Context: an optimization exercise on an open-source flow, tuned for small area, a short achievable clock period and few clock cycles. The choices shown serve that exercise and are no tape-out recipe.
Only simulation tests tie the RTL to the original design; equivalence was not proved.
Power figures rest on the tool's default switching activity, not on a simulated workload.

==> flow/design.v <==
`default_nettype none
package pfti_pkg;
    localparam int IndexBits = 31;
    localparam int CountBits = 16;
    localparam int FaceBits  = 30;
    localparam int PaddrBits = 3;
    localparam int PdataBits = 32;
    localparam logic [PaddrBits-1:0] CfgAddrFlip = 3'd0;
    localparam logic FuncHeader = 1'b0;
    localparam logic FuncVertex = 1'b1;
    localparam logic [1:0] HideNone  = 2'd0;
    localparam logic [1:0] HideFirst = 2'd1;
    localparam logic [1:0] HideLast  = 2'd2;
    localparam logic [1:0] HideBoth  = 2'd3;
    localparam int ItemBits = 1 + CountBits + 1 + IndexBits;
    localparam int ResultBits = 3 * IndexBits + FaceBits + 2 + IndexBits;
    localparam logic [1:0] FAN_SINGLE = 2'd0;
    localparam logic [1:0] FAN_FIRST  = 2'd1;
    localparam logic [1:0] FAN_MIDDLE = 2'd2;
    localparam logic [1:0] FAN_LAST   = 2'd3;
    localparam int JobBits = 3 * IndexBits + FaceBits + 2 + IndexBits + CountBits;
endpackage
`default_nettype wire
`default_nettype none
module polygon_fan_triangle_indexer (
    input  wire                                  clk,
    input  wire                                  rst_n,
    input  wire                                  item_valid,
    output logic                                 item_ready,
    input  wire [pfti_pkg::ItemBits-1:0]         item_data,
    output logic                                 result_valid,
    input  wire                                  result_ready,
    output logic [pfti_pkg::ResultBits-1:0]      result_data,
    input  wire                                  psel,
    input  wire                                  penable,
    input  wire                                  pwrite,
    input  wire [pfti_pkg::PaddrBits-1:0]        paddr,
    input  wire [pfti_pkg::PdataBits-1:0]        pwdata,
    output logic [pfti_pkg::PdataBits-1:0]       prdata,
    output logic                                 pready
);
    localparam int IndexBits = pfti_pkg::IndexBits;
    localparam int CountBits = pfti_pkg::CountBits;
    localparam int FaceBits  = pfti_pkg::FaceBits;
    logic flip_reg;
    logic cfg_write;
    assign pready    = 1'b1;
    assign cfg_write = psel && penable && pwrite && (paddr == pfti_pkg::CfgAddrFlip);
    assign prdata    = {31'b0, flip_reg && (paddr == pfti_pkg::CfgAddrFlip)};
    always_ff @(posedge clk or negedge rst_n)
    begin
        if (!rst_n)
            flip_reg <= 1'b0;
        else if (cfg_write)
            flip_reg <= pwdata[0];
    end
    logic                 item_func;
    logic [CountBits-1:0] item_count;
    logic                 item_hole;
    logic [IndexBits-1:0] item_index;
    assign {item_func, item_count, item_hole, item_index} = item_data;
    logic [FaceBits-1:0]  face_reg;
    logic [IndexBits-1:0] end_reg;
    logic [IndexBits-1:0] edge_reg;      
    logic [CountBits-1:0] rem_reg;       
    logic                 live_reg;      
    logic [1:0]           pc_reg;        
    logic                 n3_reg;        
    logic                 fan_reg;       
    logic [IndexBits-1:0] origin_reg;
    logic [IndexBits-1:0] prev_reg;      
    logic [IndexBits-1:0] prev2_reg;     
    logic [1:0]           hide_reg;      
    logic                 pend_reg;      
    logic hold;
    logic take_header;
    logic take_vertex;
    logic emit;
    assign hold = pend_reg && !result_ready;
    assign item_ready = !hold || (item_func == pfti_pkg::FuncVertex && !live_reg);
    assign take_header = item_valid && !hold && item_func == pfti_pkg::FuncHeader;
    assign take_vertex = item_valid && !hold && item_func == pfti_pkg::FuncVertex && live_reg;
    assign emit        = take_vertex && pc_reg[1] && fan_reg;
    always_ff @(posedge clk or negedge rst_n)
    begin
        if (!rst_n)
        begin
            face_reg <= '1;
            end_reg  <= '0;
            live_reg <= 1'b0;
            pend_reg <= 1'b0;
        end
        else
        begin
            if (take_header)
            begin
                face_reg <= face_reg + FaceBits'(1);
                end_reg  <= end_reg + IndexBits'(item_count);
                live_reg <= (item_count != '0);
            end
            else if (take_vertex)
                live_reg <= (rem_reg != CountBits'(1));
            if (!hold)
                pend_reg <= emit;
        end
    end
    always_ff @(posedge clk)
    begin
        if (take_header)
        begin
            edge_reg <= end_reg;
            rem_reg  <= item_count;
            pc_reg   <= 2'd0;
            n3_reg   <= (item_count == CountBits'(3));
            fan_reg  <= (item_count >= CountBits'(3)) && !item_hole;
        end
        if (take_vertex)
        begin
            rem_reg   <= rem_reg - CountBits'(1);
            if (pc_reg != 2'd3)
                pc_reg <= pc_reg + 2'd1;
            if (pc_reg[1] && !n3_reg)
                edge_reg <= edge_reg + IndexBits'(1);
            prev_reg  <= item_index;
            prev2_reg <= prev_reg;
            if (pc_reg == 2'd0)
                origin_reg <= item_index;
            if (n3_reg)
                hide_reg <= pfti_pkg::HideNone;
            else if (pc_reg == 2'd2)
                hide_reg <= pfti_pkg::HideFirst;
            else if (rem_reg == CountBits'(1))
                hide_reg <= pfti_pkg::HideLast;
            else
                hide_reg <= pfti_pkg::HideBoth;
        end
    end
    logic [IndexBits-1:0] o, u, v;
    logic [IndexBits-1:0] corner_a, corner_b, corner_c;
    assign o = origin_reg;
    assign u = prev2_reg;
    assign v = prev_reg;
    always_comb
    begin
        corner_a = o;
        corner_b = flip_reg ? u : v;
        corner_c = flip_reg ? v : u;
        if (flip_reg && hide_reg == pfti_pkg::HideFirst)
        begin
            corner_a = u;
            corner_b = v;
            corner_c = o;
        end
        else if (flip_reg && hide_reg == pfti_pkg::HideLast)
        begin
            corner_a = v;
            corner_b = o;
            corner_c = u;
        end
    end
    assign result_valid = pend_reg;
    assign result_data  = {corner_a, corner_b, corner_c, face_reg, hide_reg, edge_reg};
endmodule
`default_nettype wire
==> flow/run.sh <==
#!/bin/bash
# synth_recipe.tcl (not shown) runs the flow's synth.tcl, then flattens the netlist and writes it again
# the make line also repeats each setting of config.mk as NAME=value (left out here)
make -C /OpenROAD-flow-scripts/flow DESIGN_CONFIG=/design/flow/config.mk WORK_HOME=/design/flow/orfs CLKGATE_MAP_FILE= SYNTH_SCRIPT=/design/flow/synth_recipe.tcl finish
==> flow/config.mk <==
export PLATFORM = sky130hd
export DESIGN_NAME = polygon_fan_triangle_indexer
export DESIGN_NICKNAME = polygon_fan_triangle_indexer
export VERILOG_FILES = /design/flow/design.v
export SDC_FILE = /design/flow/constraint.sdc
export NUM_CORES = 4
export LEC_CHECK = 0
export CAP_MARGIN = 20
export CORE_MARGIN = 2
export CORE_UTILIZATION = 40
export SLEW_MARGIN = 20
==> flow/constraint.sdc <==
create_clock -name core_clock -period 4.0 [get_ports {clk}]
set_input_delay 0.8000 -clock core_clock [delete_from_list [all_inputs] [get_ports {clk}]]
set_output_delay 0.8000 -clock core_clock [all_outputs]
set_load 0.01 [all_outputs]
==> summary.txt <==
Final layout
  • Area of the multi-input gates: 0.00574 mm²
  • Filler cell count: 2656
  • Commonest non-fill, non-tap cells in the layout: clkdlybuf4s50_1 (217), nand2_1 (158), o21ai_0 (131)
  • Antenna diodes: 0
  • Final net count: 1526
  • Register area: 0.00569 mm²
  • Most common cell after layout, fill and taps aside: clkdlybuf4s50_1
  • Layout cells sized above 1: 0.104
  • Area Overhead vs Synth: 28.8%

Timing
  • Tmin final: 3.70 ns
  • RSZ-0062 raised after global routing: false
  • Setup_tns: 0 ns
  • Final hold violations: 0
  • Final Max Tran Viols: 0
  • Post-Route Skew: 0.0113 ns
  • Final period util: 0.925
  • Setup violators final: 0
  • Relative slew slack: 0.368
  • Worst-margin pin slew: 0.948 ns
  • Highest Clock Rate: 270 MHz
  • Worst hold margin: 0.344 ns

Place
  • Placer Congestion: 0.837
  • Port Buf Inserts: 218
  • DP Wirelength: 22100 µm

Global routing
  • Vias in the first global route: 9359
  • Largest net degree at the start of global routing: 95
  • First-pass GRT wire length: 50600 µm
  • GRT Resource Usage Total: 0.201
  • Total gr overflow: 0
  • Antenna violations before repair: 0

Synthesis
  • Post-synth EDFFs: 113
  • Synth Instances: 1205
  • Ys async rst share: 0.305
  • Yosys reg bits: 210
  • Synth Area per Inst: 9.83 µm²
  • Yosys cell types: 72
  • Main synth FF type: edfxtp_1
  • Synth Warn #: 1
  • Register area share after synthesis: 0.480
  • Synthesized cell area: 0.0119 mm²

Clocking
  • Hold buffers post-CTS: 0
  • H-tree depth: 1
  • Root Driver: clkbuf_16
  • CTS resizes: 0
  • CTS tree: done
  • Setup Fix Bufs, Post-CTS: 0
  • Reg clk slew, reported paths: 0.06 ns
  • Clock latency (worst-skew pair): 0.53 ns
  • Clock Tree Buf Depth: 3
  • Num CTS Buffers: 26
  • CTS sink count: 210

Route
  • Vias per cell: 5.40
  • 1st-pass router iterations: 5
  • Final ANT Viol Nets: 0
  • Vias: 9832
  • DRT iter0 DRCs: 547
  • DR WL/cell: 17.7 µm
  • # DRC: 0
  • Final wirelength: 32200 µm

Floorplanning
  • Core area: 0.0294 mm²
  • Rows: 63
  • Die ar.: 0.0310 mm²
  • Die Ht: 176 µm
  • Die Wd: 176 µm
  • Starting Density: 0.403
  • I/O Pins: 282

Worst setup path
  • Critical path type: flip-flop to output port
  • Data required time of the worst path: 3.20 ns
  • Worst R2R Start: end_reg[4]$_DFFE_PN0P_
  • Startpoint types: flip-flop
  • CP Capture Type: output port
  • Worst-path fanout max: 19
  • Worst EP arrival: 2.90 ns
  • Setup crit start: flip_reg$_DFFE_PN0P_

Hold path
  • Hold/Removal Path Class: input pin to async pin

Run
  • Maxcap violations: 0

Power
  • Pwr per Cell Area: 494 mW/mm²
  • VDD IR max: 0.295 mV
  • Leak Pwr: 5.87 nW

Outcome
  • Outcome: no timing/DRC/antenna violations
-- report_power, final --
group          switching, mW  total [mW]  internal [mW]
clock network          0.899        2.34           1.44
logic                   1.15        2.24           1.08
registers              0.361        2.97           2.61
-- path summary, 6_finish.rpt --
path / slack [ns] / end / depth (start not counted)
min: 0.34 / pend_reg$_DFFE_PN0N_ / 1
max in group asynchronous: 2.69 / flip_reg$_DFFE_PN0P_ / 2
min reg2reg: 0.48 / face_reg[1]$_DFFE_PN1P_ / 2
max: 0.30 / result_data[146] / 6
min in group core_clock: 0.48 / face_reg[1]$_DFFE_PN1P_ / 2
max reg2reg: 1.40 / end_reg[26]$_DFFE_PN0P_ / 7
-- kinds of logic (layout without fill, tap and decap cells) --
kind of cell | Yosys count | in the layout | synth area share
fa+ha+maj | 24 | 24 | 0.0260
other cells | 2 | 32 | 0.000634
buf+inv | 113 | 308 | 0.0471
simple gates | 393 | 394 | 0.163
flops | 210 | 210 | 0.480
mux | 95 | 95 | 0.0836
xor+xnor | 65 | 65 | 0.0480
compound gates | 303 | 303 | 0.152
-- synth_stat cells (all sizes together) (2+ instances only) --
cell / n / area share
a211oi: 18 / 0.012
a21o: 2 / 0.0013
a21oi: 63 / 0.027
a311oi: 15 / 0.011
a31oi: 4 / 0.0021
and2: 6 / 0.0032
and3: 20 / 0.011
and4: 3 / 0.0022
buf: 42 / 0.025
clkbuf: 54 / 0.017
conb: 2 / 0.00063
dfrtp: 34 / 0.072
dfstp: 30 / 0.067
dfxtp: 33 / 0.056
edfxtp: 113 / 0.29
ha: 23 / 0.024
inv: 17 / 0.0054
mux2: 32 / 0.030
mux2i: 63 / 0.053
nand2: 158 / 0.050
nand2b: 6 / 0.0032
nand3: 36 / 0.015
nand3b: 31 / 0.020
nand4: 14 / 0.0074
nor2: 71 / 0.024
nor2b: 7 / 0.0037
nor3: 22 / 0.012
nor4: 9 / 0.0053
o211ai: 4 / 0.0025
o21a: 5 / 0.0032
o21ai: 132 / 0.056
o21bai: 3 / 0.0019
o22ai: 36 / 0.019
o31ai: 6 / 0.0042
or2: 3 / 0.0016
or3: 2 / 0.0011
or4: 2 / 0.0016
xnor2: 47 / 0.035
xor2: 18 / 0.013
-- final cells by class --
cell class	instances	area share
inverters	17	0.00418
multi-input cells	913	0.376
well taps	390	0.0320
flip-flops and latches	210	0.373
clock inverters	11	0.00713
clock buffers	37	0.0496
repair buffers	243	0.158
-- critical path, cell delays in order (launching register included) --
cell,delay [ns]
dfrtp_2,0.55
nand2b_1,0.15
or2_4,0.36
buf_4,0.39
mux2i_1,0.12
o21ai_0,0.19
clkdlybuf4s50_1,0.60
-- per-layer routing --
layer / part of all wire / up-vias / track usage
met3: 0.057 / 50 / 0.0278
met5: 0 / - / 0
met1: 0.45 / 4710 / 0.274
li1: - / 4789 / -
met2: 0.47 / 283 / 0.338
met4: 0.023 / 0 / 0.0544
-- metrics by stage --
stage | utilization | cell area [µm²] | instances | setup slack [ns] | power [mW]
2_1_floorplan | - | 12000 | 1235 | 0.0183 | 4.26
3_3_place_gp | 0.490 | 14400 | 1772 | 0.476 | 5.21
3_5_place_dp | 0.490 | 14400 | 1772 | 0.404 | 5.24
4_1_cts | 0.519 | 15300 | 1820 | 0.0774 | 7.63
5_1_grt | 0.519 | 15300 | 1821 | 0.116 | 7.98
6_report | 0.519 | 15300 | 1821 | 0.300 | 7.54
Testbench counts, summed over its fixed seeds: cycles 38,260.

-- port drivers added, routing unchanged --
The results above use ideal ports. As a check the final layout listed here was re-extracted and re-timed, cells and wires unchanged. Step 1 (the two cells are an assumption about what drives the block):
set clk [get_ports {clk}]
set_driving_cell -lib_cell sky130_fd_sc_hd__clkbuf_16 $clk
set_driving_cell -lib_cell sky130_fd_sc_hd__buf_2 [delete_from_list [all_inputs] $clk]
Step 2 times the ports against the registers' clock, not the clock port: input delays grow and output delays shrink by t, the midpoint of the rising clock arrivals with the driver on. a / b / c = no drivers / after step 1 / after step 2; a / b = the first two.
shift t [ns]: 0.569
slack for setup (ns): 0.300 / 0.252 / 0.427
worst setup path at the end: input to register
worst slew at a driven data input, ns: 0.08
After both steps setup and hold are still met in this run. The setup slack of this run moves by -0.048 ns with the drivers and by +0.127 ns with both steps.
